This design comes from an exercise in tuning for small area, a short achievable clock period and few clock cycles per item on the open sky130 flow, not from production work. No run shown here included a check of the RTL's function; only the layout flow was run. Power and IR drop assume default switching activity.

==> run.sh <==
#!/bin/bash
# synth_recipe.tcl (not shown) runs the flow's synth.tcl, then flattens the netlist and writes it again
# the make line also repeats each setting of config.mk as NAME=value (left out here)
make -C /OpenROAD-flow-scripts/flow DESIGN_CONFIG=/design/flow/config.mk WORK_HOME=/design/flow/orfs CLKGATE_MAP_FILE= SYNTH_SCRIPT=/design/flow/synth_recipe.tcl finish
==> constraint.sdc <==
create_clock -name core_clock -period 16.0 [get_ports {clk}]
set_input_delay 3.2000 -clock core_clock [delete_from_list [all_inputs] [get_ports {clk}]]
set_output_delay 3.2000 -clock core_clock [all_outputs]
set_load 0.01 [all_outputs]
==> config.mk <==
export PLATFORM = sky130hd
export DESIGN_NAME = mapu_nxn
export DESIGN_NICKNAME = mapu_nxn
export VERILOG_FILES = /design/flow/design.v
export SDC_FILE = /design/flow/constraint.sdc
export NUM_CORES = 4
export LEC_CHECK = 0
export CAP_MARGIN = 20
export CORE_MARGIN = 2
export CORE_UTILIZATION = 40
export SLEW_MARGIN = 20
==> design.v <==
package mapu_nxn_pkg;
  localparam logic [1:0] OP_ENC_ADD       = 2'd0;
  localparam logic [1:0] OP_ENC_SUB       = 2'd1;
  localparam logic [1:0] OP_ENC_MUL       = 2'd2;
  localparam logic [1:0] OP_ENC_TRANSPOSE = 2'd3;
  typedef enum logic [1:0] {
    OP_ADD       = OP_ENC_ADD,
    OP_SUB       = OP_ENC_SUB,
    OP_MUL       = OP_ENC_MUL,
    OP_TRANSPOSE = OP_ENC_TRANSPOSE
  } mapu_op_e;
endpackage
import mapu_nxn_pkg::*;
module mapu_nxn_mac_lane (
  input  logic [15:0] a,
  input  logic [15:0] b,
  input  logic [15:0] acc,
  input  logic        cin,
  output logic [15:0] sum,
  output logic        carry,
  output logic        h
);
  logic [15:0] pp [16];
  logic [15:0] bo;
  logic [15:0] x, y;
  logic        cout;
  always_comb begin
    for (int i = 0; i < 16; i++)
      for (int j = 0; j < 16; j++)
        pp[i][j] = a[i] & b[j];
  end
  always_comb begin
    bo[15] = b[15];
    for (int m = 14; m >= 0; m--) bo[m] = bo[m+1] | b[m];
  end
  always_comb begin
    h = 1'b0;
    for (int i = 1; i < 16; i++) h = h | (a[i] & bo[16-i]);
  end
  logic hs1;
  logic hc2;
  logic fs3;
  logic fc4;
  logic hs5;
  logic hc6;
  logic fs7;
  logic fc8;
  logic fs9;
  logic fc10;
  logic hs11;
  logic hc12;
  logic fs13;
  logic fc14;
  logic fs15;
  logic fc16;
  logic fs17;
  logic fc18;
  logic hs19;
  logic hc20;
  logic hs21;
  logic hc22;
  logic fs23;
  logic fc24;
  logic hs25;
  logic hc26;
  logic fs27;
  logic fc28;
  logic fs29;
  logic fc30;
  logic hs31;
  logic hc32;
  logic fs33;
  logic fc34;
  logic fs35;
  logic fc36;
  logic fs37;
  logic fc38;
  logic hs39;
  logic hc40;
  logic fs41;
  logic fc42;
  logic fs43;
  logic fc44;
  logic fs45;
  logic fc46;
  logic fs47;
  logic fc48;
  logic fs49;
  logic fc50;
  logic fs51;
  logic fc52;
  logic fs53;
  logic fc54;
  logic fs55;
  logic fc56;
  logic fs57;
  logic fc58;
  logic fs59;
  logic fc60;
  logic fs61;
  logic fc62;
  logic fs63;
  logic fc64;
  logic fs65;
  logic fc66;
  logic fs67;
  logic fc68;
  logic fs69;
  logic fc70;
  logic fs71;
  logic fc72;
  logic hs73;
  logic hc74;
  logic fs75;
  logic fc76;
  logic hs77;
  logic hc78;
  logic fs79;
  logic fc80;
  logic fs81;
  logic fc82;
  logic hs83;
  logic hc84;
  logic fs85;
  logic fc86;
  logic fs87;
  logic fc88;
  logic fs89;
  logic fc90;
  logic fs91;
  logic fc92;
  logic fs93;
  logic fc94;
  logic fs95;
  logic fc96;
  logic fs97;
  logic fc98;
  logic fs99;
  logic fc100;
  logic fs101;
  logic fc102;
  logic fs103;
  logic fc104;
  logic fs105;
  logic fc106;
  logic fs107;
  logic fc108;
  logic fs109;
  logic fc110;
  logic fs111;
  logic fc112;
  logic fs113;
  logic fc114;
  logic fs115;
  logic fc116;
  logic fs117;
  logic fc118;
  logic fs119;
  logic fc120;
  logic fs121;
  logic fc122;
  logic fs123;
  logic fc124;
  logic fs125;
  logic fc126;
  logic fs127;
  logic fc128;
  logic fs129;
  logic fc130;
  logic fs131;
  logic fc132;
  logic hs133;
  logic hc134;
  logic fs135;
  logic fc136;
  logic hs137;
  logic hc138;
  logic fs139;
  logic fc140;
  logic fs141;
  logic fc142;
  logic fs143;
  logic fc144;
  logic fs145;
  logic fc146;
  logic fs147;
  logic fc148;
  logic fs149;
  logic fc150;
  logic fs151;
  logic fc152;
  logic fs153;
  logic fc154;
  logic fs155;
  logic fc156;
  logic fs157;
  logic fc158;
  logic fs159;
  logic fc160;
  logic fs161;
  logic fc162;
  logic fs163;
  logic fc164;
  logic fs165;
  logic fc166;
  logic fs167;
  logic fc168;
  logic fs169;
  logic fc170;
  logic fs171;
  logic fc172;
  logic fs173;
  logic fc174;
  logic fs175;
  logic fc176;
  logic fs177;
  logic fc178;
  logic fs179;
  logic fc180;
  logic fs181;
  logic fc182;
  logic hs183;
  logic hc184;
  logic fs185;
  logic fc186;
  logic fs187;
  logic fc188;
  logic fs189;
  logic fc190;
  logic fs191;
  logic fc192;
  logic fs193;
  logic fc194;
  logic fs195;
  logic fc196;
  logic fs197;
  logic fc198;
  logic fs199;
  logic fc200;
  logic fs201;
  logic fc202;
  logic fs203;
  logic fc204;
  logic fs205;
  logic fc206;
  logic fs207;
  logic fc208;
  logic fs209;
  logic fc210;
  logic hs211;
  logic hc212;
  logic fs213;
  logic fc214;
  logic fs215;
  logic fc216;
  logic fs217;
  logic fc218;
  logic fs219;
  logic fc220;
  logic fs221;
  logic fc222;
  logic fs223;
  logic fc224;
  logic fs225;
  logic fc226;
  logic fs227;
  logic fc228;
  logic fs229;
  logic fc230;
  logic fs231;
  logic fc232;
  logic fs233;
  logic fc234;
  logic fs235;
  logic fc236;
  logic fs237;
  logic fc238;
  logic fs239;
  logic fc240;
  logic fs241;
  logic fc242;
  assign hs1 = pp[0][12] ^ pp[1][11];
  assign hc2 = pp[0][12] & pp[1][11];
  assign fs3 = pp[0][13] ^ pp[1][12] ^ pp[2][11];
  assign fc4 = (pp[0][13] & pp[1][12]) | (pp[2][11] & (pp[0][13] ^ pp[1][12]));
  assign hs5 = pp[3][10] ^ pp[4][9];
  assign hc6 = pp[3][10] & pp[4][9];
  assign fs7 = pp[0][14] ^ pp[1][13] ^ pp[2][12];
  assign fc8 = (pp[0][14] & pp[1][13]) | (pp[2][12] & (pp[0][14] ^ pp[1][13]));
  assign fs9 = pp[3][11] ^ pp[4][10] ^ pp[5][9];
  assign fc10 = (pp[3][11] & pp[4][10]) | (pp[5][9] & (pp[3][11] ^ pp[4][10]));
  assign hs11 = pp[6][8] ^ pp[7][7];
  assign hc12 = pp[6][8] & pp[7][7];
  assign fs13 = pp[0][15] ^ pp[1][14] ^ pp[2][13];
  assign fc14 = (pp[0][15] & pp[1][14]) | (pp[2][13] & (pp[0][15] ^ pp[1][14]));
  assign fs15 = pp[3][12] ^ pp[4][11] ^ pp[5][10];
  assign fc16 = (pp[3][12] & pp[4][11]) | (pp[5][10] & (pp[3][12] ^ pp[4][11]));
  assign fs17 = pp[6][9] ^ pp[7][8] ^ pp[8][7];
  assign fc18 = (pp[6][9] & pp[7][8]) | (pp[8][7] & (pp[6][9] ^ pp[7][8]));
  assign hs19 = pp[9][6] ^ pp[10][5];
  assign hc20 = pp[9][6] & pp[10][5];
  assign hs21 = pp[0][8] ^ pp[1][7];
  assign hc22 = pp[0][8] & pp[1][7];
  assign fs23 = pp[0][9] ^ pp[1][8] ^ pp[2][7];
  assign fc24 = (pp[0][9] & pp[1][8]) | (pp[2][7] & (pp[0][9] ^ pp[1][8]));
  assign hs25 = pp[3][6] ^ pp[4][5];
  assign hc26 = pp[3][6] & pp[4][5];
  assign fs27 = pp[0][10] ^ pp[1][9] ^ pp[2][8];
  assign fc28 = (pp[0][10] & pp[1][9]) | (pp[2][8] & (pp[0][10] ^ pp[1][9]));
  assign fs29 = pp[3][7] ^ pp[4][6] ^ pp[5][5];
  assign fc30 = (pp[3][7] & pp[4][6]) | (pp[5][5] & (pp[3][7] ^ pp[4][6]));
  assign hs31 = pp[6][4] ^ pp[7][3];
  assign hc32 = pp[6][4] & pp[7][3];
  assign fs33 = pp[0][11] ^ pp[1][10] ^ pp[2][9];
  assign fc34 = (pp[0][11] & pp[1][10]) | (pp[2][9] & (pp[0][11] ^ pp[1][10]));
  assign fs35 = pp[3][8] ^ pp[4][7] ^ pp[5][6];
  assign fc36 = (pp[3][8] & pp[4][7]) | (pp[5][6] & (pp[3][8] ^ pp[4][7]));
  assign fs37 = pp[6][5] ^ pp[7][4] ^ pp[8][3];
  assign fc38 = (pp[6][5] & pp[7][4]) | (pp[8][3] & (pp[6][5] ^ pp[7][4]));
  assign hs39 = pp[9][2] ^ pp[10][1];
  assign hc40 = pp[9][2] & pp[10][1];
  assign fs41 = hs1 ^ pp[2][10] ^ pp[3][9];
  assign fc42 = (hs1 & pp[2][10]) | (pp[3][9] & (hs1 ^ pp[2][10]));
  assign fs43 = pp[4][8] ^ pp[5][7] ^ pp[6][6];
  assign fc44 = (pp[4][8] & pp[5][7]) | (pp[6][6] & (pp[4][8] ^ pp[5][7]));
  assign fs45 = pp[7][5] ^ pp[8][4] ^ pp[9][3];
  assign fc46 = (pp[7][5] & pp[8][4]) | (pp[9][3] & (pp[7][5] ^ pp[8][4]));
  assign fs47 = pp[10][2] ^ pp[11][1] ^ pp[12][0];
  assign fc48 = (pp[10][2] & pp[11][1]) | (pp[12][0] & (pp[10][2] ^ pp[11][1]));
  assign fs49 = hc2 ^ fs3 ^ hs5;
  assign fc50 = (hc2 & fs3) | (hs5 & (hc2 ^ fs3));
  assign fs51 = pp[5][8] ^ pp[6][7] ^ pp[7][6];
  assign fc52 = (pp[5][8] & pp[6][7]) | (pp[7][6] & (pp[5][8] ^ pp[6][7]));
  assign fs53 = pp[8][5] ^ pp[9][4] ^ pp[10][3];
  assign fc54 = (pp[8][5] & pp[9][4]) | (pp[10][3] & (pp[8][5] ^ pp[9][4]));
  assign fs55 = pp[11][2] ^ pp[12][1] ^ pp[13][0];
  assign fc56 = (pp[11][2] & pp[12][1]) | (pp[13][0] & (pp[11][2] ^ pp[12][1]));
  assign fs57 = fc4 ^ hc6 ^ fs7;
  assign fc58 = (fc4 & hc6) | (fs7 & (fc4 ^ hc6));
  assign fs59 = fs9 ^ hs11 ^ pp[8][6];
  assign fc60 = (fs9 & hs11) | (pp[8][6] & (fs9 ^ hs11));
  assign fs61 = pp[9][5] ^ pp[10][4] ^ pp[11][3];
  assign fc62 = (pp[9][5] & pp[10][4]) | (pp[11][3] & (pp[9][5] ^ pp[10][4]));
  assign fs63 = pp[12][2] ^ pp[13][1] ^ pp[14][0];
  assign fc64 = (pp[12][2] & pp[13][1]) | (pp[14][0] & (pp[12][2] ^ pp[13][1]));
  assign fs65 = fc8 ^ fc10 ^ hc12;
  assign fc66 = (fc8 & fc10) | (hc12 & (fc8 ^ fc10));
  assign fs67 = fs13 ^ fs15 ^ fs17;
  assign fc68 = (fs13 & fs15) | (fs17 & (fs13 ^ fs15));
  assign fs69 = hs19 ^ pp[11][4] ^ pp[12][3];
  assign fc70 = (hs19 & pp[11][4]) | (pp[12][3] & (hs19 ^ pp[11][4]));
  assign fs71 = pp[13][2] ^ pp[14][1] ^ pp[15][0];
  assign fc72 = (pp[13][2] & pp[14][1]) | (pp[15][0] & (pp[13][2] ^ pp[14][1]));
  assign hs73 = pp[0][5] ^ pp[1][4];
  assign hc74 = pp[0][5] & pp[1][4];
  assign fs75 = pp[0][6] ^ pp[1][5] ^ pp[2][4];
  assign fc76 = (pp[0][6] & pp[1][5]) | (pp[2][4] & (pp[0][6] ^ pp[1][5]));
  assign hs77 = pp[3][3] ^ pp[4][2];
  assign hc78 = pp[3][3] & pp[4][2];
  assign fs79 = pp[0][7] ^ pp[1][6] ^ pp[2][5];
  assign fc80 = (pp[0][7] & pp[1][6]) | (pp[2][5] & (pp[0][7] ^ pp[1][6]));
  assign fs81 = pp[3][4] ^ pp[4][3] ^ pp[5][2];
  assign fc82 = (pp[3][4] & pp[4][3]) | (pp[5][2] & (pp[3][4] ^ pp[4][3]));
  assign hs83 = pp[6][1] ^ pp[7][0];
  assign hc84 = pp[6][1] & pp[7][0];
  assign fs85 = hs21 ^ pp[2][6] ^ pp[3][5];
  assign fc86 = (hs21 & pp[2][6]) | (pp[3][5] & (hs21 ^ pp[2][6]));
  assign fs87 = pp[4][4] ^ pp[5][3] ^ pp[6][2];
  assign fc88 = (pp[4][4] & pp[5][3]) | (pp[6][2] & (pp[4][4] ^ pp[5][3]));
  assign fs89 = pp[7][1] ^ pp[8][0] ^ acc[8];
  assign fc90 = (pp[7][1] & pp[8][0]) | (acc[8] & (pp[7][1] ^ pp[8][0]));
  assign fs91 = hc22 ^ fs23 ^ hs25;
  assign fc92 = (hc22 & fs23) | (hs25 & (hc22 ^ fs23));
  assign fs93 = pp[5][4] ^ pp[6][3] ^ pp[7][2];
  assign fc94 = (pp[5][4] & pp[6][3]) | (pp[7][2] & (pp[5][4] ^ pp[6][3]));
  assign fs95 = pp[8][1] ^ pp[9][0] ^ acc[9];
  assign fc96 = (pp[8][1] & pp[9][0]) | (acc[9] & (pp[8][1] ^ pp[9][0]));
  assign fs97 = fc24 ^ hc26 ^ fs27;
  assign fc98 = (fc24 & hc26) | (fs27 & (fc24 ^ hc26));
  assign fs99 = fs29 ^ hs31 ^ pp[8][2];
  assign fc100 = (fs29 & hs31) | (pp[8][2] & (fs29 ^ hs31));
  assign fs101 = pp[9][1] ^ pp[10][0] ^ acc[10];
  assign fc102 = (pp[9][1] & pp[10][0]) | (acc[10] & (pp[9][1] ^ pp[10][0]));
  assign fs103 = fc28 ^ fc30 ^ hc32;
  assign fc104 = (fc28 & fc30) | (hc32 & (fc28 ^ fc30));
  assign fs105 = fs33 ^ fs35 ^ fs37;
  assign fc106 = (fs33 & fs35) | (fs37 & (fs33 ^ fs35));
  assign fs107 = hs39 ^ pp[11][0] ^ acc[11];
  assign fc108 = (hs39 & pp[11][0]) | (acc[11] & (hs39 ^ pp[11][0]));
  assign fs109 = fc34 ^ fc36 ^ fc38;
  assign fc110 = (fc34 & fc36) | (fc38 & (fc34 ^ fc36));
  assign fs111 = hc40 ^ fs41 ^ fs43;
  assign fc112 = (hc40 & fs41) | (fs43 & (hc40 ^ fs41));
  assign fs113 = fs45 ^ fs47 ^ acc[12];
  assign fc114 = (fs45 & fs47) | (acc[12] & (fs45 ^ fs47));
  assign fs115 = fc42 ^ fc44 ^ fc46;
  assign fc116 = (fc42 & fc44) | (fc46 & (fc42 ^ fc44));
  assign fs117 = fc48 ^ fs49 ^ fs51;
  assign fc118 = (fc48 & fs49) | (fs51 & (fc48 ^ fs49));
  assign fs119 = fs53 ^ fs55 ^ acc[13];
  assign fc120 = (fs53 & fs55) | (acc[13] & (fs53 ^ fs55));
  assign fs121 = fc50 ^ fc52 ^ fc54;
  assign fc122 = (fc50 & fc52) | (fc54 & (fc50 ^ fc52));
  assign fs123 = fc56 ^ fs57 ^ fs59;
  assign fc124 = (fc56 & fs57) | (fs59 & (fc56 ^ fs57));
  assign fs125 = fs61 ^ fs63 ^ acc[14];
  assign fc126 = (fs61 & fs63) | (acc[14] & (fs61 ^ fs63));
  assign fs127 = fc58 ^ fc60 ^ fc62;
  assign fc128 = (fc58 & fc60) | (fc62 & (fc58 ^ fc60));
  assign fs129 = fc64 ^ fs65 ^ fs67;
  assign fc130 = (fc64 & fs65) | (fs67 & (fc64 ^ fs65));
  assign fs131 = fs69 ^ fs71 ^ acc[15];
  assign fc132 = (fs69 & fs71) | (acc[15] & (fs69 ^ fs71));
  assign hs133 = pp[0][3] ^ pp[1][2];
  assign hc134 = pp[0][3] & pp[1][2];
  assign fs135 = pp[0][4] ^ pp[1][3] ^ pp[2][2];
  assign fc136 = (pp[0][4] & pp[1][3]) | (pp[2][2] & (pp[0][4] ^ pp[1][3]));
  assign hs137 = pp[3][1] ^ pp[4][0];
  assign hc138 = pp[3][1] & pp[4][0];
  assign fs139 = hs73 ^ pp[2][3] ^ pp[3][2];
  assign fc140 = (hs73 & pp[2][3]) | (pp[3][2] & (hs73 ^ pp[2][3]));
  assign fs141 = pp[4][1] ^ pp[5][0] ^ acc[5];
  assign fc142 = (pp[4][1] & pp[5][0]) | (acc[5] & (pp[4][1] ^ pp[5][0]));
  assign fs143 = hc74 ^ fs75 ^ hs77;
  assign fc144 = (hc74 & fs75) | (hs77 & (hc74 ^ fs75));
  assign fs145 = pp[5][1] ^ pp[6][0] ^ acc[6];
  assign fc146 = (pp[5][1] & pp[6][0]) | (acc[6] & (pp[5][1] ^ pp[6][0]));
  assign fs147 = fc76 ^ hc78 ^ fs79;
  assign fc148 = (fc76 & hc78) | (fs79 & (fc76 ^ hc78));
  assign fs149 = fs81 ^ hs83 ^ acc[7];
  assign fc150 = (fs81 & hs83) | (acc[7] & (fs81 ^ hs83));
  assign fs151 = fc80 ^ fc82 ^ hc84;
  assign fc152 = (fc80 & fc82) | (hc84 & (fc80 ^ fc82));
  assign fs153 = fs85 ^ fs87 ^ fs89;
  assign fc154 = (fs85 & fs87) | (fs89 & (fs85 ^ fs87));
  assign fs155 = fc86 ^ fc88 ^ fc90;
  assign fc156 = (fc86 & fc88) | (fc90 & (fc86 ^ fc88));
  assign fs157 = fs91 ^ fs93 ^ fs95;
  assign fc158 = (fs91 & fs93) | (fs95 & (fs91 ^ fs93));
  assign fs159 = fc92 ^ fc94 ^ fc96;
  assign fc160 = (fc92 & fc94) | (fc96 & (fc92 ^ fc94));
  assign fs161 = fs97 ^ fs99 ^ fs101;
  assign fc162 = (fs97 & fs99) | (fs101 & (fs97 ^ fs99));
  assign fs163 = fc98 ^ fc100 ^ fc102;
  assign fc164 = (fc98 & fc100) | (fc102 & (fc98 ^ fc100));
  assign fs165 = fs103 ^ fs105 ^ fs107;
  assign fc166 = (fs103 & fs105) | (fs107 & (fs103 ^ fs105));
  assign fs167 = fc104 ^ fc106 ^ fc108;
  assign fc168 = (fc104 & fc106) | (fc108 & (fc104 ^ fc106));
  assign fs169 = fs109 ^ fs111 ^ fs113;
  assign fc170 = (fs109 & fs111) | (fs113 & (fs109 ^ fs111));
  assign fs171 = fc110 ^ fc112 ^ fc114;
  assign fc172 = (fc110 & fc112) | (fc114 & (fc110 ^ fc112));
  assign fs173 = fs115 ^ fs117 ^ fs119;
  assign fc174 = (fs115 & fs117) | (fs119 & (fs115 ^ fs117));
  assign fs175 = fc116 ^ fc118 ^ fc120;
  assign fc176 = (fc116 & fc118) | (fc120 & (fc116 ^ fc118));
  assign fs177 = fs121 ^ fs123 ^ fs125;
  assign fc178 = (fs121 & fs123) | (fs125 & (fs121 ^ fs123));
  assign fs179 = fc122 ^ fc124 ^ fc126;
  assign fc180 = (fc122 & fc124) | (fc126 & (fc122 ^ fc124));
  assign fs181 = fs127 ^ fs129 ^ fs131;
  assign fc182 = (fs127 & fs129) | (fs131 & (fs127 ^ fs129));
  assign hs183 = pp[0][2] ^ pp[1][1];
  assign hc184 = pp[0][2] & pp[1][1];
  assign fs185 = hs133 ^ pp[2][1] ^ pp[3][0];
  assign fc186 = (hs133 & pp[2][1]) | (pp[3][0] & (hs133 ^ pp[2][1]));
  assign fs187 = hc134 ^ fs135 ^ hs137;
  assign fc188 = (hc134 & fs135) | (hs137 & (hc134 ^ fs135));
  assign fs189 = fc136 ^ hc138 ^ fs139;
  assign fc190 = (fc136 & hc138) | (fs139 & (fc136 ^ hc138));
  assign fs191 = fc140 ^ fc142 ^ fs143;
  assign fc192 = (fc140 & fc142) | (fs143 & (fc140 ^ fc142));
  assign fs193 = fc144 ^ fc146 ^ fs147;
  assign fc194 = (fc144 & fc146) | (fs147 & (fc144 ^ fc146));
  assign fs195 = fc148 ^ fc150 ^ fs151;
  assign fc196 = (fc148 & fc150) | (fs151 & (fc148 ^ fc150));
  assign fs197 = fc152 ^ fc154 ^ fs155;
  assign fc198 = (fc152 & fc154) | (fs155 & (fc152 ^ fc154));
  assign fs199 = fc156 ^ fc158 ^ fs159;
  assign fc200 = (fc156 & fc158) | (fs159 & (fc156 ^ fc158));
  assign fs201 = fc160 ^ fc162 ^ fs163;
  assign fc202 = (fc160 & fc162) | (fs163 & (fc160 ^ fc162));
  assign fs203 = fc164 ^ fc166 ^ fs167;
  assign fc204 = (fc164 & fc166) | (fs167 & (fc164 ^ fc166));
  assign fs205 = fc168 ^ fc170 ^ fs171;
  assign fc206 = (fc168 & fc170) | (fs171 & (fc168 ^ fc170));
  assign fs207 = fc172 ^ fc174 ^ fs175;
  assign fc208 = (fc172 & fc174) | (fs175 & (fc172 ^ fc174));
  assign fs209 = fc176 ^ fc178 ^ fs179;
  assign fc210 = (fc176 & fc178) | (fs179 & (fc176 ^ fc178));
  assign hs211 = pp[0][0] ^ acc[0];
  assign hc212 = pp[0][0] & acc[0];
  assign fs213 = pp[0][1] ^ pp[1][0] ^ acc[1];
  assign fc214 = (pp[0][1] & pp[1][0]) | (acc[1] & (pp[0][1] ^ pp[1][0]));
  assign fs215 = hs183 ^ pp[2][0] ^ acc[2];
  assign fc216 = (hs183 & pp[2][0]) | (acc[2] & (hs183 ^ pp[2][0]));
  assign fs217 = hc184 ^ fs185 ^ acc[3];
  assign fc218 = (hc184 & fs185) | (acc[3] & (hc184 ^ fs185));
  assign fs219 = fc186 ^ fs187 ^ acc[4];
  assign fc220 = (fc186 & fs187) | (acc[4] & (fc186 ^ fs187));
  assign fs221 = fc188 ^ fs189 ^ fs141;
  assign fc222 = (fc188 & fs189) | (fs141 & (fc188 ^ fs189));
  assign fs223 = fc190 ^ fs191 ^ fs145;
  assign fc224 = (fc190 & fs191) | (fs145 & (fc190 ^ fs191));
  assign fs225 = fc192 ^ fs193 ^ fs149;
  assign fc226 = (fc192 & fs193) | (fs149 & (fc192 ^ fs193));
  assign fs227 = fc194 ^ fs195 ^ fs153;
  assign fc228 = (fc194 & fs195) | (fs153 & (fc194 ^ fs195));
  assign fs229 = fc196 ^ fs197 ^ fs157;
  assign fc230 = (fc196 & fs197) | (fs157 & (fc196 ^ fs197));
  assign fs231 = fc198 ^ fs199 ^ fs161;
  assign fc232 = (fc198 & fs199) | (fs161 & (fc198 ^ fs199));
  assign fs233 = fc200 ^ fs201 ^ fs165;
  assign fc234 = (fc200 & fs201) | (fs165 & (fc200 ^ fs201));
  assign fs235 = fc202 ^ fs203 ^ fs169;
  assign fc236 = (fc202 & fs203) | (fs169 & (fc202 ^ fs203));
  assign fs237 = fc204 ^ fs205 ^ fs173;
  assign fc238 = (fc204 & fs205) | (fs173 & (fc204 ^ fs205));
  assign fs239 = fc206 ^ fs207 ^ fs177;
  assign fc240 = (fc206 & fs207) | (fs177 & (fc206 ^ fs207));
  assign fs241 = fc208 ^ fs209 ^ fs181;
  assign fc242 = (fc208 & fs209) | (fs181 & (fc208 ^ fs209));
  assign x = {fc240, fc238, fc236, fc234, fc232, fc230, fc228, fc226, fc224, fc222, fc220, fc218, fc216, fc214, hc212, hs211};
  assign y = {fs241, fs239, fs237, fs235, fs233, fs231, fs229, fs227, fs225, fs223, fs221, fs219, fs217, fs215, fs213, cin};
  assign {cout, sum} = {1'b0, x} + {1'b0, y};
  assign carry = cout | fc14 | fc16 | fc18 | hc20 | fc66 | fc68 | fc70 | fc72 | fc128 | fc130 | fc132 | fc180 | fc182 | fc210 | fc242;
endmodule
module mapu_nxn_row_unit
#(
  parameter int DATA_WIDTH = 16,
  parameter int N          = 4,
  parameter int SATURATE   = 0
) (
  input  logic                      mul,
  input  logic                      sub,
  input  logic [DATA_WIDTH-1:0]     a,
  input  logic [N*DATA_WIDTH-1:0]   b_row,
  input  logic [N*DATA_WIDTH-1:0]   acc_row,
  output logic [N*DATA_WIDTH-1:0]   res_row,
  output logic                      of
);
  localparam int DW = DATA_WIDTH;
  logic [N-1:0] carry, h, lane_of;
  for (genvar c = 0; c < N; c++) begin : g_lane
    mapu_nxn_mac_lane u_lane (
      .a     (a),
      .b     (b_row[c*DW +: DW]),
      .acc   (acc_row[c*DW +: DW]),
      .cin   (sub),
      .sum   (res_row[c*DW +: DW]),
      .carry (carry[c]),
      .h     (h[c])
    );
    assign lane_of[c] = sub ? ~carry[c] : (carry[c] | h[c]);
  end
  assign of = |lane_of;
endmodule
import mapu_nxn_pkg::*;
module mapu_nxn
#(
  parameter int DATA_WIDTH = 16,
  parameter int N          = 4,
  parameter int SATURATE   = 0
) (
  input  logic                     clk,
  input  logic                     reset_n,
  input  logic                     i_en,
  input  logic [1:0]               i_op,
  output logic                     o_of,
  input  logic                     i_vld,
  output logic                     o_rdy,
  input  logic [N*DATA_WIDTH-1:0]  i_row,
  output logic                     o_vld,
  input  logic                     i_rdy,
  output logic [N*DATA_WIDTH-1:0]  o_row
);
  localparam int DW = DATA_WIDTH;
  localparam int RW = N * DW;
  localparam int IW = $clog2(N);
  localparam logic [IW-1:0] LAST = IW'(N - 1);
  logic [RW-1:0] a_q [N];
  logic [RW-1:0] c_q [N];
  logic [RW-1:0] r_q;
  logic [DW-1:0] ae_q;        
  logic          of_q;
  logic [IW:0]   in_cnt_q, in_cnt_d;    
  logic [1:0]    in_op_q, in_op_d;
  logic          r_vld_q, r_vld_d;
  logic [IW-1:0] r_k_q, r_k_d;
  logic [1:0]    r_op_q, r_op_d;
  logic [IW-1:0] pass_q, pass_d;        
  logic          t_pend_q, t_pend_d;    
  logic          c_own_q, c_own_d;      
  logic          c_vld_q, c_vld_d;      
  logic [IW-1:0] out_q, out_d;
  logic          rdy_q, rdy_d;
  logic in_a, take, deliver, c_free, step, copy, r_mul, r_last, op_done, a_shift;
  logic [RW-1:0] a_head_d;
  logic [RW-1:0] acc_row;
  logic [RW-1:0] alu_row;
  logic          alu_of;
  assign in_a    = ~in_cnt_q[IW];
  assign r_mul   = (r_op_q == OP_ENC_MUL);
  assign r_last  = ~r_mul | (pass_q == LAST);
  assign take    = i_en & i_vld & rdy_q;
  assign deliver = i_en & c_vld_q & i_rdy;
  assign c_free  = ~c_vld_q | (deliver & (out_q == LAST));
  assign step    = r_vld_q & (c_own_q | c_free);
  assign copy    = t_pend_q & c_free;
  assign op_done = step & r_last & (r_k_q == LAST);
  assign a_shift = (take & in_a) | step;
  always_comb begin
    in_cnt_d = in_cnt_q;
    in_op_d  = in_op_q;
    r_vld_d  = r_vld_q;
    r_k_d    = r_k_q;
    r_op_d   = r_op_q;
    pass_d   = pass_q;
    t_pend_d = t_pend_q;
    c_own_d  = c_own_q;
    c_vld_d  = c_vld_q;
    out_d    = out_q;
    if (deliver) begin
      out_d = out_q + 1'b1;
      if (out_q == LAST) c_vld_d = 1'b0;
    end
    if (step) begin
      c_own_d = ~op_done;
      pass_d  = r_mul ? pass_q + 1'b1 : '0;
      if (r_last) r_vld_d = 1'b0;
      if (op_done) begin
        c_vld_d = 1'b1;
        out_d   = '0;
      end
    end
    if (copy) begin
      t_pend_d = 1'b0;
      c_vld_d  = 1'b1;
      out_d    = '0;
    end
    if (take) begin
      if (in_cnt_q == '0) in_op_d = i_op;
      if (in_a) begin
        if (in_cnt_q == (IW+1)'(N - 1) && in_op_q == OP_ENC_TRANSPOSE) begin
          in_cnt_d = '0;
          t_pend_d = 1'b1;
        end else begin
          in_cnt_d = in_cnt_q + 1'b1;
        end
      end else begin
        in_cnt_d = in_cnt_q + 1'b1;
        r_vld_d  = 1'b1;
        r_k_d    = in_cnt_q[IW-1:0];
        r_op_d   = in_op_q;
        pass_d   = '0;
      end
    end
    if (!i_en) begin
      in_cnt_d = '0;
      r_vld_d  = 1'b0;
      pass_d   = '0;
      t_pend_d = 1'b0;
      c_own_d  = 1'b0;
      c_vld_d  = 1'b0;
      out_d    = '0;
    end
    if (~in_cnt_d[IW])
      rdy_d = ~t_pend_d & (~r_vld_d | (c_own_d & (r_op_d != OP_ENC_MUL || pass_d == LAST)));
    else
      rdy_d = ~r_vld_d | ((r_op_d != OP_ENC_MUL || pass_d == LAST) & (c_own_d | ~c_vld_d));
  end
  assign a_head_d = a_shift ? a_q[1] : a_q[0];
  assign acc_row  = r_mul ? ((r_k_q == '0) ? '0 : c_q[0]) : a_q[0];
  mapu_nxn_row_unit #(
    .DATA_WIDTH (DATA_WIDTH),
    .N          (N),
    .SATURATE   (SATURATE)
  ) u_row_unit (
    .mul     (r_mul),
    .sub     (r_op_q == OP_ENC_SUB),
    .a       (ae_q),
    .b_row   (r_q),
    .acc_row (acc_row),
    .res_row (alu_row),
    .of      (alu_of)
  );
  always_ff @(posedge clk) begin
    if (a_shift) begin
      for (int j = 0; j < N - 1; j++) a_q[j] <= a_q[j+1];
      a_q[N-1] <= (take & in_a) ? i_row : a_q[0];
    end
    if (take & ~in_a) r_q <= (in_op_q == OP_ENC_SUB) ? ~i_row : i_row;
    ae_q <= (r_op_d == OP_ENC_MUL) ? a_head_d[r_k_d*DW +: DW] : DW'(1);
    if (copy) begin
      for (int j = 0; j < N; j++)
        for (int c = 0; c < N; c++)
          c_q[j][c*DW +: DW] <= a_q[c][j*DW +: DW];
      of_q <= 1'b0;
    end else begin
      if (step | deliver) begin
        for (int j = 0; j < N - 1; j++) c_q[j] <= c_q[j+1];
        c_q[N-1] <= alu_row;
      end
      if (step) of_q <= ((r_k_q == '0) & (pass_q == '0) ? 1'b0 : of_q) | alu_of;
    end
  end
  always_ff @(posedge clk or negedge reset_n) begin
    if (!reset_n) begin
      in_cnt_q <= '0;
      in_op_q  <= OP_ENC_ADD;
      r_vld_q  <= 1'b0;
      r_k_q    <= '0;
      r_op_q   <= OP_ENC_ADD;
      pass_q   <= '0;
      t_pend_q <= 1'b0;
      c_own_q  <= 1'b0;
      c_vld_q  <= 1'b0;
      out_q    <= '0;
      rdy_q    <= 1'b1;
    end else begin
      in_cnt_q <= in_cnt_d;
      in_op_q  <= in_op_d;
      r_vld_q  <= r_vld_d;
      r_k_q    <= r_k_d;
      r_op_q   <= r_op_d;
      pass_q   <= pass_d;
      t_pend_q <= t_pend_d;
      c_own_q  <= c_own_d;
      c_vld_q  <= c_vld_d;
      out_q    <= out_d;
      rdy_q    <= rdy_d;
    end
  end
  assign o_rdy = rdy_q;
  assign o_vld = c_vld_q;
  assign o_row = c_q[0];
  assign o_of  = of_q;
endmodule
==> impl_metrics.toml, run 1 <==
[synth]
synth_flop_cell = "edfxtp_1"
synth.area.top_cells = "edfxtp_1 37%, fa_1 21%, nand2_1 10%"
yosysTopAreaCell = "edfxtp_1"
synth_edf_count = 512
synth.most_common_cell = "nand2_1"
ys_seq_area_share_pct = 41.9
yosys-top-cells-count = "1,157 x nand2_1, 554 x inv_1, 512 x edfxtp_1, 428 x fa_1, 256 x and2_1"
synth.distinct_cells = 73
synth_fp_nets = 4690
syn-instance-count = 4061
yosys_warnings = 5
syn_avg_cell_area_um2 = 10.2
ys_ff_latch = 611
netlist_area_um2 = 41600
synth-async-reset-ratio_pct = 2.95
synth_top_area_share_pct = 37.0

[clock_network]
ctsRootBufferMaster = "clkbuf_16"
cts_setup_buffers = 0
cts_resized = 0
cts.sinks = 611
clockBufferDepth = 3
ctsHoldBuffers = 0
clk_latency_ns = 0.63
path_clk_slew_ns = 0.07
cts_tree = "done"
cts_inserted_buffers = 71
htree_levels = 3

[sta]
finalSetupViolCount = 0
max-slew-margin-rel_pct = 22.1
min_period_over_period_pct = 48.5
finalWorstSetupSlack_ns = 8.23
fin_worst_skew_ns = 0.0343
worst_pin_slew_ns = 1.17
fmax_mhz = 129
fin_crit_ns = 7.77
hold_violations = 0
setup_tns_ns = 0
holdWs_ns = 0.426
finalMaxSlewViolations = 0
rsz0062_at_grt = "no"

[place]
port_buffers = 137
gp_congestion = 0.918
dp_hpwl_um = 102000
dp_cells = 5422
post-place-ws_ns = 7.66

[setup_path]
path_class = "in2reg"
worstPathRequired_ns = 16.47
cp-end-kind = "flip-flop"
path_cells = "clkdlybuf4s50_1 -> nand3_1 -> nand2b_4 -> buf_4 -> nand2_4 -> buf_12 -> buf_4 -> mux2_2 -> mux2_2 -> a21oi_1 -> nor2_1"
crit_family = "buffers and inverters"
worstSetupPathDepth = 11
critPathBufInv = 4
cp.arrival_ns = 8.24
cp_max_fo = 133
reg2reg_depth = 20
max_stage_delay_ns = 0.82
critPathLaunchType = "input port"
slowest_stage = "buf_4"

[route]
dr.pass1.iters = 6
initialDrtViolationCount = 3506
vias_per_cell = 5.38
drc = 0
postRouteWirelength_um = 141000
detail-route-antenna-nets = 0
route.detailed.wl_per_inst_um = 25.4
num_vias = 29900

[global_routing]
grt_use_total_pct = 26.6
grt_pass1_vias = 29900
antenna_found_initial = 9
grt_first_pass_wirelength_um = 207000
grt_max_degree = 180
grt_overflow = 0

[final_layout]
syn2layout_area_growth_pct = 12.1
finalNonFillerCells = 5554
nNetsFinal = 4745
drive_gt1_share_pct = 6.21

[die]
fp.dieArea_um2 = 107000
die_h_um = 327
rows = 118
coreArea_um2 = 103000
start_util_pct = 40.3
io_pins = 138
die_w_um = 327

[pwr]
peakVddDrop_mv = 0.0848
p_leak_nw = 19.6
p_per_area_nw_per_um2 = 121

[job]
drv_cap = 0

[worst_hold_path]
min_path_type = "reg2reg"
whs_path_depth = 0

[outcome]
status = "timing/DRC/antenna clean"
cells by family after synthesis:
logic type	count (synthesis)	synth area share, %
compound gates	306	4.91
buf+inv	759	6.90
xor+xnor	112	2.36
mux	76	2.05
simple gates	1639	17.3
flops	611	41.9
fa+ha+maj	558	24.5
layout make-up:
class / instances / area [um2]
fill: 9836 / 56700
multi-input combinational: 2691 / 21400
sequential: 611 / 17500
inverter: 555 / 2080
clock buffer: 91 / 1920
timing repair buffer: 186 / 1780
tap: 1380 / 1730
clock inverter: 39 / 330
antenna: 1 / 2.50
cells in the final DEF, fill, tap and decap left out, types with 41 or more instances in the layout:
| cell | Yosys | layout |
|---|---|---|
| nand2_1 | 1157 | 1156 |
| inv_1 | 554 | 552 |
| edfxtp_1 | 512 | 512 |
| fa_1 | 428 | 428 |
| and2_1 | 256 | 256 |
| clkdlybuf4s50_1 | 0 | 137 |
| ha_1 | 130 | 130 |
| a21oi_1 | 104 | 102 |
| xnor2_1 | 83 | 83 |
| dfxtp_1 | 81 | 75 |
| nor2_1 | 76 | 74 |
| clkbuf_16 | 0 | 74 |
| mux2_2 | 69 | 69 |
| buf_4 | 1 | 46 |
| a22o_1 | 41 | 41 |
where the power goes:
part	internal [mW]	total (mW)	switching (mW)
sequential	1.87	1.94	0.0694
clock	0.907	1.61	0.705
combinational	0.769	2.10	1.33
total	3.55	5.66	2.11
final timing paths:
path                            startpoint          to  slack (ns)
worst min-delay path            a_q[2][40]  a_q[1][40]        0.43
min in group asynchronous          reset_n    r_k_q[1]        3.07
worst max register to register   r_op_q[0]        of_q        9.14
max in group asynchronous          reset_n     c_own_q       12.41
worst min register to register  a_q[2][40]  a_q[1][40]        0.43
worst max-delay path                  i_en     ae_q[8]        8.23
metrics by stage:
stage               instance area [um2]  util [%]  total power [mW]
floorplan                         41600         -              3.26
global placement                  44400      43.0              3.99
detailed placement                44400      43.0              4.00
global route                      46700      45.1              5.92
finish                            46700      45.1              5.66
CTS                               46600      45.1              5.63
registers in the layout, summed over array words and instances, names as in the netlist, 2 cells and up:
register,count
r_op_q,2
out_q,2
r_q,64
in_cnt_q,3
pass_q,2
a_q,256
in_op_q,2
c_q,256
r_k_q,2
ae_q,16
layer usage:
layer / up-vias / GRT usage, % / wire length (um)
li1: 13000 / - / -
met1: 15100 / 38.5 / 58700
met2: 1520 / 39.1 / 60700
met3: 256 / 6.25 / 16000
met4: 4 / 9.58 / 5670
met5: - / 0 / 22
==> inputs of run 2 (changes only) <==
--- a/config.mk
+++ b/config.mk
@@ -6,4 +6,5 @@
 export NUM_CORES = 4
 export LEC_CHECK = 0
+export ABC_CLOCK_PERIOD_IN_PS = 4000
 export CAP_MARGIN = 20
 export CORE_MARGIN = 2
==> impl_metrics.toml, run 2 <==
[sta]
setup_tns_ns = 0
finalSetupViolCount = 0
fin_worst_skew_ns = 0.0343
fin_crit_ns = 7.77
finalMaxSlewViolations = 0
rsz0062_at_grt = "no"
worst_pin_slew_ns = 1.17
fmax_mhz = 129
min_period_over_period_pct = 48.5
hold_violations = 0
max-slew-margin-rel_pct = 22.1
holdWs_ns = 0.426
finalWorstSetupSlack_ns = 8.23

[synth]
synth.distinct_cells = 73
syn-instance-count = 4061
synth.area.top_cells = "edfxtp_1 37%, fa_1 21%, nand2_1 10%"
yosysTopAreaCell = "edfxtp_1"
yosys-top-cells-count = "1,157 x nand2_1, 554 x inv_1, 512 x edfxtp_1, 428 x fa_1, 256 x and2_1"
synth-async-reset-ratio_pct = 2.95
synth_edf_count = 512
ys_ff_latch = 611
ys_seq_area_share_pct = 41.9
synth_fp_nets = 4690
synth.most_common_cell = "nand2_1"
yosys_warnings = 5
synth_flop_cell = "edfxtp_1"
synth_top_area_share_pct = 37.0
syn_avg_cell_area_um2 = 10.2
netlist_area_um2 = 41600

[setup_path]
cp-end-kind = "flip-flop"
worstPathRequired_ns = 16.47
path_cells = "clkdlybuf4s50_1 -> nand3_1 -> nand2b_4 -> buf_4 -> nand2_4 -> buf_12 -> buf_4 -> mux2_2 -> mux2_2 -> a21oi_1 -> nor2_1"
max_stage_delay_ns = 0.82
slowest_stage = "buf_4"
path_class = "in2reg"
crit_family = "buffers and inverters"
cp.arrival_ns = 8.24
critPathBufInv = 4
cp_max_fo = 133
critPathLaunchType = "input port"

[die]
fp.dieArea_um2 = 107000
die_w_um = 327
coreArea_um2 = 103000
die_h_um = 327
rows = 118
io_pins = 138
start_util_pct = 40.3

[final_layout]
top_regs = "a_q: 256 flops, c_q: 256 flops, r_q: 64 flops"
fin_area_um2 = 46700
layout_commonest_cell = "nand2_1"
nFillCells = 9836
mostFrequentLayoutCells = "1,156 x nand2_1, 552 x inv_1, 512 x edfxtp_1"
drive_gt1_share_pct = 6.21
syn2layout_area_growth_pct = 12.1
nNetsFinal = 4745

[clock_network]
cts_tree = "done"
cts_inserted_buffers = 71
cts.sinks = 611
clk_latency_ns = 0.63
clockBufferDepth = 3
ctsHoldBuffers = 0
ctsRootBufferMaster = "clkbuf_16"
path_clk_slew_ns = 0.07
cts_setup_buffers = 0
htree_levels = 3
cts_resized = 0

[place]
dp_hpwl_um = 102000
gp_congestion = 0.918
post-place-ws_ns = 7.66
port_buffers = 137
place_area_um2 = 44400

[route]
vias_per_cell = 5.38
dr.pass1.iters = 6
num_vias = 29900
detail-route-antenna-nets = 0
postRouteWirelength_um = 141000
initialDrtViolationCount = 3506
drc = 0
route.detailed.wl_per_inst_um = 25.4

[global_routing]
antenna_found_initial = 9
grt_pass1_vias = 29900
grt_first_pass_wirelength_um = 207000
grt_max_degree = 180
grt_overflow = 0
grt_use_total_pct = 26.6

[outcome]
status = "timing/DRC/antenna clean"

[pwr]
peakVddDrop_mv = 0.0848
p_per_area_nw_per_um2 = 121
p_leak_nw = 19.6

[job]
drv_cap = 0

[worst_hold_path]
min_path_type = "reg2reg"
run 2: stage by stage:
stage / util, % / total power [mW] / instances
6_report: 45.1 / 5.66 / 5554
2_1_floorplan: - / 3.26 / 4061
3_5_place_dp: 43.0 / 4.00 / 5422
5_1_grt: 45.1 / 5.92 / 5553
3_3_place_gp: 43.0 / 3.99 / 5422
4_1_cts: 45.1 / 5.63 / 5552
run 2: routing by layer:
| layer | track usage (%) | part of all wire (%) | up-vias |
|---|---|---|---|
| met3 | 6.25 | 11 | 256 |
| met1 | 38.5 | 42 | 15100 |
| met5 | 0 | 0.016 | - |
| met4 | 9.58 | 4.0 | 4 |
| li1 | - | - | 13000 |
| met2 | 39.1 | 43 | 1520 |
run 2: worst register-to-register path: stages, from the launching register on:
cell,delay (ns)
dfrtp_1,0.39
nand2b_4,0.37
nor2_4,0.23
buf_4,0.34
buf_4,0.59
a22o_1,0.29
fa_1,0.44
fa_1,0.41
fa_1,0.51
inv_1,0.05
fa_1,0.50
inv_1,0.04
ha_1,0.40
nand3_1,0.10
a211o_1,0.28
a31oi_1,0.41
nand3_1,0.14
and3_1,0.24
o21ai_0,0.63
and4_1,0.30
nor3_1,0.05
run 2: cell type report:
class	count	area (um2)	share of cell area, %
antenna	1	2.50	0.00536
clock buffer	91	1920	4.11
clock inverter	39	330	0.708
inverter	555	2080	4.47
multi-input combinational	2691	21400	45.8
sequential	611	17500	37.4
tap	1380	1730	3.70
timing repair buffer	186	1780	3.81
run 2: worst paths after layout:
check	start	slack, ns	depth (start not counted)	end
max	i_en	8.23	11	ae_q[8]
max in group asynchronous	reset_n	12.41	1	c_own_q
max reg2reg	r_op_q[0]	9.14	20	of_q
min in group asynchronous	reset_n	3.07	1	r_k_q[1]
min reg2reg	a_q[2][40]	0.43	0	a_q[1][40]
min	a_q[2][40]	0.43	0	a_q[1][40]
run 2: report_power, final:
group / switching (mW) / internal (mW)
combinational: 1.33 / 0.769
clock: 0.705 / 0.907
sequential: 0.0694 / 1.87
total: 2.11 / 3.55
run 2: cell families after synthesis:
| group | count (synthesis) | share of synthesized area (%) |
|---|---|---|
| AO/OA/AOI/OAI | 306 | 4.91 |
| XOR/XNOR | 112 | 2.36 |
| adder cells (fa/ha/maj) | 558 | 24.5 |
| buffers and inverters | 759 | 6.90 |
| flip-flops | 611 | 41.9 |
| multiplexers | 76 | 2.05 |
| AND/OR/NAND/NOR | 1639 | 17.3 |
==> inputs of run 3 (changes only) <==
--- a/config.mk
+++ b/config.mk
@@ -6,7 +6,6 @@
 export NUM_CORES = 4
 export LEC_CHECK = 0
-export ABC_CLOCK_PERIOD_IN_PS = 4000
-export CAP_MARGIN = 20
+export CAP_MARGIN = 70
 export CORE_MARGIN = 2
 export CORE_UTILIZATION = 40
-export SLEW_MARGIN = 20
+export SLEW_MARGIN = 70
==> impl_metrics.toml, run 3 <==
[sta]
fin_worst_skew_ns = 0.0386
finalMaxSlewViolations = 0
fin_crit_ns = 6.55
hold_violations = 0
max-slew-margin-rel_pct = 65.9
rsz0062_at_grt = "no"
worst_pin_slew_ns = 0.507
finalSetupViolCount = 0
min_period_over_period_pct = 41.0
setup_tns_ns = 0
fmax_mhz = 153

[clock_network]
cts_resized = 0
path_clk_slew_ns = 0.07
cts.sinks = 611
htree_levels = 3
cts_tree = "done"
cts_setup_buffers = 0
clockBufferDepth = 3
ctsRootBufferMaster = "clkbuf_16"
clk_latency_ns = 0.65
ctsHoldBuffers = 0
cts_inserted_buffers = 70

[setup_path]
cp-end-kind = "flip-flop"
worstPathRequired_ns = 16.49
critPathLaunchType = "input port"
crit_family = "buffers and inverters"
path_class = "in2reg"
path_cells = "clkdlybuf4s50_1 -> nand3_1 -> a31o_2 -> nand2_8 -> buf_12 -> buf_16 -> buf_8 -> buf_12 -> mux2_2 -> mux2_2 -> a21oi_1 -> nor2_1"
crit_start = "i_en"
rrSetupSlack_ns = 9.67
slowest_stage = "clkdlybuf4s50_1"
critPathBufInv = 5
cp_max_fo = 49
cp.arrival_ns = 7.04
r2r-start = "ae_q[0]"
max_stage_delay_ns = 0.71

[synth]
syn_avg_cell_area_um2 = 10.2
ys_seq_area_share_pct = 41.9
synth_flop_cell = "edfxtp_1"
ys_ff_latch = 611
synth_compound_area_share_pct = 4.91
synthMuxAreaShare_pct = 2.05
synth.distinct_cells = 73
yosys_warnings = 5
synth.area.top_cells = "edfxtp_1 37%, fa_1 21%, nand2_1 10%"
synth-async-reset-ratio_pct = 2.95
synth_edf_count = 512
yosysTopAreaCell = "edfxtp_1"
synth_top_family_by_area = "adder cells"
yosys-top-cells-count = "1,157 x nand2_1, 554 x inv_1, 512 x edfxtp_1, 428 x fa_1, 256 x and2_1"
synthSimpleGateAreaFrac_pct = 17.3
synth.most_common_cell = "nand2_1"
synth-adder-area-share_pct = 24.5
synth-xor-area-share_pct = 2.36
netlist_area_um2 = 41600
syn-instance-count = 4061
synth_top_area_share_pct = 37.0
synth_fp_nets = 4690

[pwr]
p_per_area_nw_per_um2 = 120
peakVddDrop_mv = 0.0879
fin_total_pwr_mw = 5.80
p_leak_nw = 20.3

[die]
fp.dieArea_um2 = 107000
io_pins = 138
rows = 118
die_h_um = 327
start_util_pct = 40.3
coreArea_um2 = 103000
die_w_um = 327

[route]
route.detailed.wl_per_inst_um = 25.1
detail-route-antenna-nets = 0
vias_per_cell = 5.39
num_vias = 30500
postRouteWirelength_um = 142000
dr.pass1.iters = 8
initialDrtViolationCount = 3415
drc = 0

[global_routing]
grt_first_pass_wirelength_um = 210000
antenna_found_initial = 9
grt_use_total_pct = 27.0
grt_pass1_vias = 30400
grt_max_degree = 62
grt_overflow = 0

[place]
dp_hpwl_um = 107000
port_buffers = 137
dp_cells = 5517
gp_congestion = 0.918

[final_layout]
drive_gt1_share_pct = 9.69
mostFrequentLayoutCells = "1,156 x nand2_1, 552 x inv_1, 512 x edfxtp_1"
nNetsFinal = 4844
finalNonFillerCells = 5654
syn2layout_area_growth_pct = 15.9
top_regs = "a_q: 256 flops, c_q: 256 flops, r_q: 64 flops"
layout_commonest_cell = "nand2_1"

[worst_hold_path]
min_path_type = "reg2reg"
hold_path.startpoint = "a_q[2][52]"

[outcome]
status = "timing/DRC/antenna clean"

[job]
drv_cap = 0
run 3: per-layer routing:
| metal | global-route usage [%] | wire (um) |
|---|---|---|
| met3 | 6.88 | 15200 |
| met1 | 38.1 | 59500 |
| met4 | 9.13 | 5330 |
| met2 | 40.4 | 62000 |
| met5 | 0 | 35 |
run 3: cells by family after synthesis:
kind of cell | Yosys count
xor gates and xnor gates | 112
and+or+nand+nor | 1639
AOI/OAI and AO/OA | 306
buffers and inverters | 759
DFF | 611
adders and majority gates | 558
muxes | 76
run 3: final timing paths:
check	endpoint	depth (start not counted)
worst max-delay path	ae_q[8]	12
worst min-delay path	a_q[1][52]	0
worst max register to register	of_q	22
worst min register to register	a_q[1][52]	0
max in group asynchronous	rdy_q	1
min in group asynchronous	r_op_q[0]	1
run 3: through the flow:
stage	utilization, %	hold slack, ns	setup WS [ns]	area [um2]
floorplan	-	0.426	3.43	41600
global placement	43.0	0.428	7.71	44400
detailed placement	44.3	0.432	8.88	45800
CTS	46.5	0.442	9.52	48100
global route	46.6	0.456	9.31	48200
finish	46.6	0.438	9.45	48200
run 3: cell type report:
class,instances,area (um2)
fillers,9714,55100
multi-input cells,2691,21700
flip-flops and latches,611,17500
repair buffers,286,2970
inverters,555,2090
clock buffers,87,1850
well taps,1380,1730
clock inverters,42,442
diodes,2,5.00
run 3: power by group:
| group | leakage, nW | internal [mW] | switching (mW) |
|---|---|---|---|
| sequential | 5.61 | 1.87 | 0.0682 |
| combinational | 13.6 | 0.838 | 1.38 |
| clock | 1.11 | 0.930 | 0.712 |
==> inputs of run 4 (changes only) <==
--- a/config.mk
+++ b/config.mk
@@ -6,6 +6,6 @@
 export NUM_CORES = 4
 export LEC_CHECK = 0
-export CAP_MARGIN = 70
+export CAP_MARGIN = 90
 export CORE_MARGIN = 2
 export CORE_UTILIZATION = 40
-export SLEW_MARGIN = 70
+export SLEW_MARGIN = 90
==> impl_metrics.toml, run 4 <==
[outcome]
status = "timing/DRC/antenna clean"

[setup_path]
max_stage_delay_ns = 0.53
slowest_stage = "clkdlybuf4s50_1"
cp-end-kind = "flip-flop"
worstPathRequired_ns = 16.42
crit_top_cell = "clkdlybuf4s50_1"
critPathLaunchType = "flip-flop"
cp.arrival_ns = 16.25
path_class = "reg2reg"
cp_max_fo = 10

[global_routing]
grt_overflow = 0
grt_first_pass_wirelength_um = 235000
grt_max_degree = 23
antenna_found_initial = 11
grt_pass1_vias = 37100
grt_use_total_pct = 29.8

[route]
vias_per_cell = 5.55
detail-route-antenna-nets = 0
dr.pass1.iters = 6
num_vias = 38100
postRouteWirelength_um = 177000
route.detailed.wl_per_inst_um = 25.7
initialDrtViolationCount = 4568
drc = 0

[pwr]
intPower_mw = 5.26
peakVddDrop_mv = 0.108
p_comb_share_pct = 57.3
p_clk_share_pct = 19.6
sw_frac_of_total_pct = 37.6
p_sw_mw = 3.17
p_seq_share_pct = 23.1
p_leak_nw = 26.6
p_per_area_nw_per_um2 = 135

[die]
fp.dieArea_um2 = 107000
io_pins = 138
coreArea_um2 = 103000
die_w_um = 327
rows = 118
start_util_pct = 40.3
die_h_um = 327

[final_layout]
multi_input_area_um2 = 26700
syn2layout_area_growth_pct = 49.9
nNetsFinal = 6066
nFillCells = 7530
layout_commonest_cell = "nand2_1"
finalNonFillerCells = 6877
drive_gt1_share_pct = 33.6
fin_area_um2 = 62400
top_regs = "a_q: 256 flops, c_q: 256 flops, r_q: 64 flops"
mostFrequentLayoutCells = "909 x nand2_1, 531 x inv_1, 512 x edfxtp_1"
seqCellArea_um2 = 17600

[clock_network]
htree_levels = 3
clk_latency_ns = 0.67
ctsHoldBuffers = 0
path_clk_slew_ns = 0.07
cts.sinks = 611
cts_tree = "done"
clockBufferDepth = 3
cts_inserted_buffers = 69
ctsRootBufferMaster = "clkbuf_16"

[sta]
worst_pin_slew_ns = 0.443
max-slew-margin-rel_pct = 70.2
setup_tns_ns = 0
min_period_over_period_pct = 98.9
finalWorstSetupSlack_ns = 0.171
finalMaxSlewViolations = 0
rsz0062_at_grt = "no"
fin_worst_skew_ns = 0.0359
fmax_mhz = 63.2
fin_crit_ns = 15.83
hold_violations = 0
finalSetupViolCount = 0

[place]
dp_cells = 6512
gp_congestion = 0.918
post-place-ws_ns = 0.339
port_buffers = 137
dp_hpwl_um = 129000
place_area_um2 = 56300

[synth]
synth_edf_count = 512
syn_avg_cell_area_um2 = 10.2
yosysTopAreaCell = "edfxtp_1"
synth-async-reset-ratio_pct = 2.95
yosys-top-cells-count = "1,157 x nand2_1, 554 x inv_1, 512 x edfxtp_1, 428 x fa_1, 256 x and2_1"
netlist_area_um2 = 41600
synth_top_area_share_pct = 37.0
yosys_warnings = 5
synth.area.top_cells = "edfxtp_1 37%, fa_1 21%, nand2_1 10%"
ys_ff_latch = 611
synth.distinct_cells = 73
synth_flop_cell = "edfxtp_1"
synth_fp_nets = 4690
syn-instance-count = 4061
synth.most_common_cell = "nand2_1"
ys_seq_area_share_pct = 41.9

[worst_hold_path]
min_path_type = "reg2reg"

[job]
drv_cap = 0
==> run 4: cell counts after synthesis <==
No cell type changed its count.
==> run 4: cells by family after synthesis <==
kind of cell,count (synthesis),synth area share [%]
simple gates,1639,17.3
buf+inv,759,6.90
flops,611,41.9
fa+ha+maj,558,24.5
compound gates,306,4.91
xor+xnor,112,2.36
mux,76,2.05
==> run 4: through the flow <==
step	total power [mW]	util, %	hold WS (ns)
finish	8.43	60.4	0.434
global route	8.67	60.3	0.455
CTS	7.47	56.7	0.446
detailed placement	5.80	54.5	0.432
global placement	3.99	43.0	0.428
floorplan	3.26	-	0.426
==> run 4: final cells by class <==
type	instances	area share (%)
Clock buffer	84	2.94
Tap cell	1380	2.77
Sequential cell	611	28.3
Timing Repair Buffer	1509	19.2
Antenna cell	5	0.0201
Multi-Input combinational cell	2691	42.8
Clock inverter	42	0.716
Inverter	555	3.38
==> run 4: repair_timing <==
| action | CTS | global route |
|---|---|---|
| endpoints found under the setup margin | 0 | 3 |
| resized for setup | 0 | 2 |
| setup buffers | 0 | 1 |
==> run 4: worst paths after layout <==
| kind | start | slack, ns | endpoint | cells after the start |
|---|---|---|---|---|
| max | r_op_q[0] | 0.17 | c_q[3][47] | 51 |
| min | a_q[2][37] | 0.43 | a_q[1][37] | 0 |
| min reg2reg | a_q[2][37] | 0.43 | a_q[1][37] | 0 |
| max in group asynchronous | reset_n | 13.30 | rdy_q | 2 |
| max reg2reg | r_op_q[0] | 0.17 | c_q[3][47] | 51 |
| min in group asynchronous | reset_n | 2.33 | r_op_q[0] | 1 |
==> run 4: critical path: cells and delay by family (launching register included) <==
kind                     cells  cell delay [ns]
buffers and inverters       38            12.87
flip-flops                   1             0.41
adder cells (fa/ha/maj)      2             0.82
AND/OR/NAND/NOR              2             0.28
AO/OA/AOI/OAI                8             1.01
XOR/XNOR                     1             0.18
==> run 4: power by group through the flow <==
stage	Combinational [mW]	Sequential [mW]	Clock [mW]
floorplan	1.32	1.94	0
global placement	2.02	1.97	0
detailed placement	3.82	1.97	0
CTS	3.88	1.94	1.65
global route	5.01	1.95	1.71
finish	4.83	1.94	1.65
==> run 4: layer usage <==
| metal | part of all wire [%] | vias to the layer above | wire [um] | track usage, % |
|---|---|---|---|---|
| li1 | - | 15700 | - | - |
| met1 | 35 | 18700 | 62300 | 39.0 |
| met2 | 44 | 2795 | 78500 | 46.8 |
| met3 | 12 | 937 | 22100 | 7.46 |
| met4 | 7.8 | 4 | 13800 | 13.1 |
| met5 | 0.016 | - | 29 | 0 |
==> inputs of run 5 (changes only) <==
==> flow/run.sh (new file) <==
#!/bin/bash
# Standard ORFS layout; repair_timing aims at a setup margin of 11 ns under the design's SDC.
bash standard.sh SETUP_SLACK_MARGIN=11 finish > standard.log 2>&1
==> standard.sh (new file) <==
#!/bin/bash
# synth_recipe.tcl (not shown) runs the flow's synth.tcl, then flattens the netlist and writes it again
# the make line also repeats each setting of config.mk as NAME=value (left out here)
make -C /OpenROAD-flow-scripts/flow DESIGN_CONFIG=/design/flow/config.mk WORK_HOME=/design/flow/orfs CLKGATE_MAP_FILE= SYNTH_SCRIPT=/design/flow/synth_recipe.tcl "${@:-finish}"
--- a/config.mk
+++ b/config.mk
@@ -6,6 +6,6 @@
 export NUM_CORES = 4
 export LEC_CHECK = 0
-export CAP_MARGIN = 90
+export CAP_MARGIN = 20
 export CORE_MARGIN = 2
 export CORE_UTILIZATION = 40
-export SLEW_MARGIN = 90
+export SLEW_MARGIN = 20
removed: run.sh
==> impl_metrics.toml, run 5 <==
[die]
die_w_um = 327
die_h_um = 327
fp.dieArea_um2 = 107000
coreArea_um2 = 103000
start_util_pct = 40.3
rows = 118
io_pins = 138

[synth]
synth_compound_area_share_pct = 4.91
synth_flop_cell = "edfxtp_1"
synth_fp_nets = 4690
yosysTopAreaCell = "edfxtp_1"
synth-adder-area-share_pct = 24.5
synthMuxAreaShare_pct = 2.05
yosys-top-cells-count = "1,157 x nand2_1, 554 x inv_1, 512 x edfxtp_1, 428 x fa_1, 256 x and2_1"
synth_top_family_by_area = "adder cells"
ys_seq_area_share_pct = 41.9
netlist_area_um2 = 41600
syn-instance-count = 4061
syn_avg_cell_area_um2 = 10.2
synthSimpleGateAreaFrac_pct = 17.3
synth.most_common_cell = "nand2_1"
synth-xor-area-share_pct = 2.36
ys_ff_latch = 611
synth.distinct_cells = 73
synth-async-reset-ratio_pct = 2.95
synth_edf_count = 512
synth_top_area_share_pct = 37.0
synth.area.top_cells = "edfxtp_1 37%, fa_1 21%, nand2_1 10%"
yosys_warnings = 5

[global_routing]
grt_max_degree = 137
grt_first_pass_wirelength_um = 225000
antenna_found_initial = 11
grt_use_total_pct = 29.5
grt_pass1_vias = 31700
grt_overflow = 0

[pwr]
fin_total_pwr_mw = 6.61
peakVddDrop_mv = 0.0840
p_per_area_nw_per_um2 = 130
p_leak_nw = 21.3

[final_layout]
nNetsFinal = 4958
drive_gt1_share_pct = 15.2
mostFrequentLayoutCells = "1,155 x nand2_1, 538 x inv_1, 512 x edfxtp_1"
layout_commonest_cell = "nand2_1"
syn2layout_area_growth_pct = 22.1
top_regs = "a_q: 256 flops, c_q: 256 flops, r_q: 64 flops"

[route]
dr.pass1.iters = 6
drc = 0
num_vias = 32100
route.detailed.wl_per_inst_um = 27.7
detail-route-antenna-nets = 0
initialDrtViolationCount = 4044
postRouteWirelength_um = 160000
vias_per_cell = 5.55

[clock_network]
path_clk_slew_ns = 0.06
cts_tree = "done"
cts.sinks = 611
cts_inserted_buffers = 71
ctsRootBufferMaster = "clkbuf_16"
ctsHoldBuffers = 0
clockBufferDepth = 3
htree_levels = 3
clk_latency_ns = 0.66

[job]
drv_cap = 0

[sta]
min_period_over_period_pct = 34.7
hold_violations = 0
fin_crit_ns = 5.56
rsz0062_at_grt = "yes"
max-slew-margin-rel_pct = 20.1
fmax_mhz = 180
finalSetupViolCount = 0
fin_worst_skew_ns = 0.0456
setup_tns_ns = 0
finalWorstSetupSlack_ns = 10.44
finalMaxSlewViolations = 0
worst_pin_slew_ns = 1.20

[setup_path]
max_stage_delay_ns = 0.54
crit_top_cell = "fa_1"
slowest_stage = "fa_1"
cp.arrival_ns = 5.89
critPathLaunchType = "flip-flop"
cp-end-kind = "flip-flop"
path_class = "reg2reg"
worstPathRequired_ns = 16.33
crit_start = "r_k_q[0]"
critPathBufInv = 7
crit_family = "adder cells"
r2r-start = "r_k_q[0]"
cp_max_fo = 6
path_cells = "nor2_4 -> nor2_4 -> buf_12 -> buf_4 -> buf_16 -> buf_4 -> a22oi_2 -> fa_2 -> inv_1 -> fa_1 -> fa_1 -> inv_1 -> fa_1 -> inv_2 -> ha_4 -> or3_4 -> o21ai_2 -> a21oi_2 -> a21oi_2 -> xor2_2 -> a21oi_4"

[worst_hold_path]
min_path_type = "reg2reg"
hold_path.startpoint = "a_q[3][32]"

[place]
gp_congestion = 0.967
dp_hpwl_um = 102000
port_buffers = 137
post-place-ws_ns = 8.21

[outcome]
status = "timing/DRC/antenna clean"
run 5: changes by cell type in the layout (fill, tap and decap cells not counted), sizes merged, moves of 2 or more:
cell and delta:
buf -446, clkbuf -356, clkdlybuf4s50 -277, clkdlybuf4s25 -24, clkinv -13, bufbuf +12
dlymetal6s2s -9, clkdlybuf4s18 -5, clkdlybuf4s15 -4, inv +4, bufinv +3, dlygate4sd2 +3
nand2b +3, a21o +2
run 5: per-stage QoR:
| step | cell area, um2 | std cells | utilization, % | hold slack [ns] |
|---|---|---|---|---|
| after floorplan | 41900 | 4061 | - | 0.426 |
| after global placement | 44500 | 5421 | 43.1 | 0.429 |
| after detailed placement | 44500 | 5421 | 43.1 | 0.431 |
| after CTS | 49500 | 5713 | 47.9 | 0.443 |
| after global routing | 50800 | 5767 | 49.1 | 0.450 |
| final | 50800 | 5773 | 49.2 | 0.438 |
run 5: cells by family after synthesis:
| group | after synthesis |
|---|---|
| simple gates | 1639 |
| buf+inv | 759 |
| flops | 611 |
| fa+ha+maj | 558 |
| compound gates | 306 |
| xor+xnor | 112 |
| mux | 76 |
run 5: where the power goes:
group / total (mW) / leakage (nW) / switching [mW] / internal, mW
clock network: 1.75 / 1.21 / 0.723 / 1.03
logic: 2.92 / 14.5 / 1.75 / 1.17
registers: 1.94 / 5.60 / 0.0675 / 1.87
run 5: final cells by class:
cell class | instances | area, um2
antenna | 6 | 15.0
inverter | 555 | 2090
clock inverter | 35 | 472
sequential | 611 | 17500
clock buffer | 96 | 1990
multi-input combinational | 2700 | 22700
fill | 9371 | 52600
tap | 1380 | 1730
timing repair buffer | 390 | 4350
run 5: path summary, 6_finish.rpt:
check | to | slack, ns | depth (start not counted)
hold reg to reg | a_q[2][32] | 0.44 | 0
setup reg to reg | c_q[3][46] | 10.44 | 21
hold / removal | a_q[2][32] | 0.44 | 0
min in group asynchronous | r_op_q[1] | 3.03 | 1
max in group asynchronous | c_vld_q | 12.32 | 1
setup / recovery | c_q[3][46] | 10.44 | 21
run 5: timing repair:
| item | CTS | global route |
|---|---|---|
| setup buffers | 136 | 45 |
| endpoints found under the setup margin | 874 | 257 |
| gates cloned | 25 | 8 |
| resized for setup | 176 | 152 |
| pin swaps | 49 | 101 |
run 5: routing by layer:
layer	part of all wire, %	track usage [%]	wire length, um	vias up
li1	-	-	-	13400
met1	39	40.3	61900	16100
met2	43	43.4	68400	2010
met3	12	7.87	19500	479
met4	6.2	14.5	9860	10
met5	0.043	0	69	-

## separate check: timing with driven ports
The results above use ideal ports. As a check the final layouts listed here were re-extracted and re-timed, cells and wires unchanged.
Step 1 (the two cells are an assumption about what drives the block):
set clk [get_ports {clk}]
set_driving_cell -lib_cell sky130_fd_sc_hd__clkbuf_16 $clk
set_driving_cell -lib_cell sky130_fd_sc_hd__buf_2 [delete_from_list [all_inputs] $clk]
Step 2 times the ports against the registers' clock, not the clock port: input delays grow and output delays shrink by t, the midpoint of the rising clock arrivals with the driver on.
Three values: ideal, step 1, step 2; two values: the first two.
run	shift t [ns]	slack for setup (ns)	worst setup path after step 2	latest minus earliest clock arrival (ns)	worst register clock-pin slew, ns
run 1	0.682	8.233 / 8.272 / 7.589	input to register	0.037 / 0.037	0.07 / 0.07
run 2	0.682	8.233 / 8.272 / 7.589	input to register	0.037 / 0.037	0.07 / 0.07
run 3	0.695	9.446 / 9.482 / 8.788	input to register	0.039 / 0.039	0.07 / 0.07
run 4	0.718	0.171 / 0.171 / 0.171	register to register	0.038 / 0.037	0.07 / 0.07
run 5	0.707	10.441 / 10.441 / 10.225	input to register	0.045 / 0.045	0.07 / 0.07
After both steps every run listed still meets setup and hold. The setup slack of run 3, which loses most, moves by +0.036 ns with the drivers and by -0.658 ns with both steps.
